What follows belongs to an exercise in optimizing a design on an open flow for small area and a short achievable clock period; a production flow would make more cautious choices.
The RTL was checked by simulation tests, not by an equivalence proof against the original design.
Power and IR drop assume default switching activity.

==> flow/design.v (excerpt) <==
module bin_morph_3x3 #(
  parameter int IMG_WIDTH = 640,
  parameter int MODE      = 0,
  parameter int XW        = 11
) (
  input  logic clk,
  input  logic rst,
  input  logic per_frame_vsync,
  input  logic per_frame_href,
  input  logic per_frame_clken,
  input  logic per_img_Bit,
  output logic post_frame_vsync,
  output logic post_frame_href,
  output logic post_frame_clken,
  output logic post_img_Bit
);
clock: 5.5 ns
lec_check: 0
abc_clock_period_in_ps: 2500
cap_margin: 20
core_margin: 2
core_utilization: 40
cts_buf_list: sky130_fd_sc_hd__clkbuf_16
cts_cluster_diameter: 80
cts_cluster_size: 20
setup_slack_margin: 2.5
slew_margin: 20
standard.sh (not shown) runs the stock make flow with config.mk's settings and CLKGATE_MAP_FILE= SYNTH_SCRIPT=/design/flow/synth_recipe.tcl, a recipe that flattens the netlist after the stock synthesis.
==> flow/flow/run.sh <==
#!/bin/bash
# Standard layout, with the ports buffered by buf_4 cells instead of the
# buffer ORFS picks by default. Each tool's output goes to a log file here.
set -e
cp standard.sh standard_sh.log
export BUFFER_PORTS_ARGS="-buffer_cell sky130_fd_sc_hd__buf_4"
bash standard.sh > standard.log 2>&1
The baseline completed without violations.
Edit:
==> flow/flow/run.sh (replaced) <==
#!/bin/bash
# Standard layout (the standard.sh, standard synthesis included), with two
# changes to how the layout is optimised: the ports are buffered by buf_4
# cells instead of the buffer ORFS picks by default, and timing repair may
# resize a cell to any footprint of its function. Each tool's output goes to
# a log file here.
set -e
bash standard.sh MATCH_CELL_FOOTPRINT=0 \
  "BUFFER_PORTS_ARGS=-buffer_cell sky130_fd_sc_hd__buf_4" finish > standard.log 2>&1
Total power falls by 0.62%.
Synthesized area is unchanged.
Worst setup slack improves by 0.097 ns.
Non-clock buffer count falls by 2.
Register-to-register slack improves by 0.097 ns.
Core utilization falls by 0.13 points.
Global-route usage falls by 0.16 points.
Design area is about the same.
Clock skew falls by 0.0059 ns.
Count of clock-buffer cells in the layout is unchanged.
Flip-flop and latch count does not change.
Edit:
==> flow/run.sh (new file) <==
#!/bin/bash
# synth_recipe.tcl (not shown) runs the flow's synth.tcl, then flattens the netlist and writes it again
# the make line also repeats each setting of config.mk as NAME=value (left out here)
make -C /OpenROAD-flow-scripts/flow DESIGN_CONFIG=/design/flow/config.mk WORK_HOME=/design/flow/orfs CLKGATE_MAP_FILE= SYNTH_SCRIPT=/design/flow/synth_recipe.tcl finish
removed: flow/flow/run.sh
removed: flow/standard.sh
Outcome: Die area does not change. Utilization rises by 0.14 points. Final cell count barely changes.


== run A ==
bin_morph_3x3, a different RTL version from the one above (not shown whole).
For scale: roughly 2,400 cells after synthesis, about 970 flip-flops, about 10 I/O pins, about 38,000 sq um of cells after synthesis.
==> flow/design.v (excerpt) <==
module bin_morph_3x3 #(
  parameter int IMG_WIDTH = 640,
  parameter int MODE      = 0,
  parameter int XW        = 11
) (
  input  logic clk,
  input  logic rst,
  input  logic per_frame_vsync,
  input  logic per_frame_href,
  input  logic per_frame_clken,
  input  logic per_img_Bit,
  output logic post_frame_vsync,
  output logic post_frame_href,
  output logic post_frame_clken,
  output logic post_img_Bit
);
make LEC_CHECK=0 ABC_CLOCK_PERIOD_IN_PS=2500 CAP_MARGIN=20 CORE_MARGIN=2 CORE_UTILIZATION=40 CTS_BUF_LIST=sky130_fd_sc_hd__clkbuf_16 CTS_CLUSTER_DIAMETER=100 CTS_CLUSTER_SIZE=30 SETUP_SLACK_MARGIN=2.5 SLEW_MARGIN=20 finish   # period 5.5 ns
run.sh (not shown) runs the stock make flow with config.mk's settings and CLKGATE_MAP_FILE= SYNTH_SCRIPT=/design/flow/synth_recipe.tcl, a recipe that flattens the netlist after the stock synthesis.
Stock flow here: none of the scripts above is used.
What run B does differently from run A at the input level:
- changing SETUP_SLACK_MARGIN from 2.5 to 3.4
- changing CTS_CLUSTER_DIAMETER from 100 to 80
- changing CTS_CLUSTER_SIZE from 30 to 20
- setting ABC_AREA to 1 for the first time
- removing ABC_CLOCK_PERIOD_IN_PS (formerly 2500)
- On run B: final critical delay including setup and external delays is 760 ps lower than what run A gave.
- Of run A and run B, run A shows the lower share of cells above drive strength 1, with run B above it.
- Going from run A to run B, fraction of the mapped netlist area in simple logic gates grows by 7.2 points.
diff inputs: run B => run C
- an added ABC_CLOCK_PERIOD_IN_PS of 2000
- a deleted ABC_AREA that had been 1
- a change of SETUP_SLACK_MARGIN from 3.4 to 2.5
==> comparison <==
[run C vs run B] maximum clock frequency: lower in run C. Run C did not stop at any stage, and its layout met the timing, DRC and antenna checks. Delta(overall power, run C - run B) < 0. Of run C and run B, run B shows the higher pre-CTS worst setup slack, with run C below it. Synthesized area ended up 1.0% lower on run C than on run B.
--- input diff run C..run D ---
- SETUP_SLACK_MARGIN changed from 2.5 to 2.8
- ABC_CLOCK_PERIOD_IN_PS removed (was 2000)
- ABC_AREA newly set to 1
==> comparison <==
Post-layout minimum cycle time in run D is 170 ps lower than in run C
Run D has completed all stages; timing, DRC and antenna checks passed.
Run D: highest achievable clock rate higher than run C
Area growth from synthesis to final layout of run D is on par with run C.
Summary: with run C as the reference, vertical die dimension in run D moved up slightly.
Run D and run C ended up with roughly the same internal power consumption.
Cell area after layout (higher): run D
Against run C, number of distinct library cells after synthesis in run D fell by more than a quarter.
Measured against each other, run C and run D differ in post-synthesis simple-gate area fraction, the lower figure coming from run C.
Run D: clock network fraction of total power is 0.7 points lower than what run C reported.
Re sequential share of layout area: run D is 0.64 points down on run C.

## what the ideal ports hide
The flow's constraints put no driver on any port. The routed layouts listed below were extracted and timed again, unchanged, in two steps. Step 1 sets driving cells, clkbuf_16 on the clock port and buf_2 on the other inputs (assumed; they add their load-dependent delay and slew). Step 2 times the ports against the registers' clock, not the clock port: input delays grow and output delays shrink by t, the midpoint of the rising clock arrivals with the driver on. Slacks: ideal / step 1 / step 2; pairs: ideal / step 1.
| run | t, ns | setup WS [ns] | clock arrival spread, ns |
|---|---|---|---|
| the first run of note 1 | 0.712 | 2.493 / 2.493 / 1.991 | 0.031 / 0.030 |
| the second run of note 1 | 0.703 | 2.590 / 2.590 / 2.032 | 0.018 / 0.018 |
| the third run of note 1 | 0.705 | 2.582 / 2.620 / 1.917 | 0.030 / 0.030 |
| run A | 0.669 | 2.565 / 2.565 / 2.378 | 0.024 / 0.023 |
| run B | 0.708 | 3.329 / 3.259 / 2.823 | 0.037 / 0.037 |
| run C | 0.703 | 2.690 / 2.690 / 2.358 | 0.028 / 0.028 |
| run D | 0.690 | 2.857 / 2.828 / 2.375 | 0.029 / 0.029 |
After both steps every run listed still meets setup and hold. For the third run of note 1, which loses most, drivers alone change the setup slack by +0.038 ns; drivers and shift together by -0.665 ns.
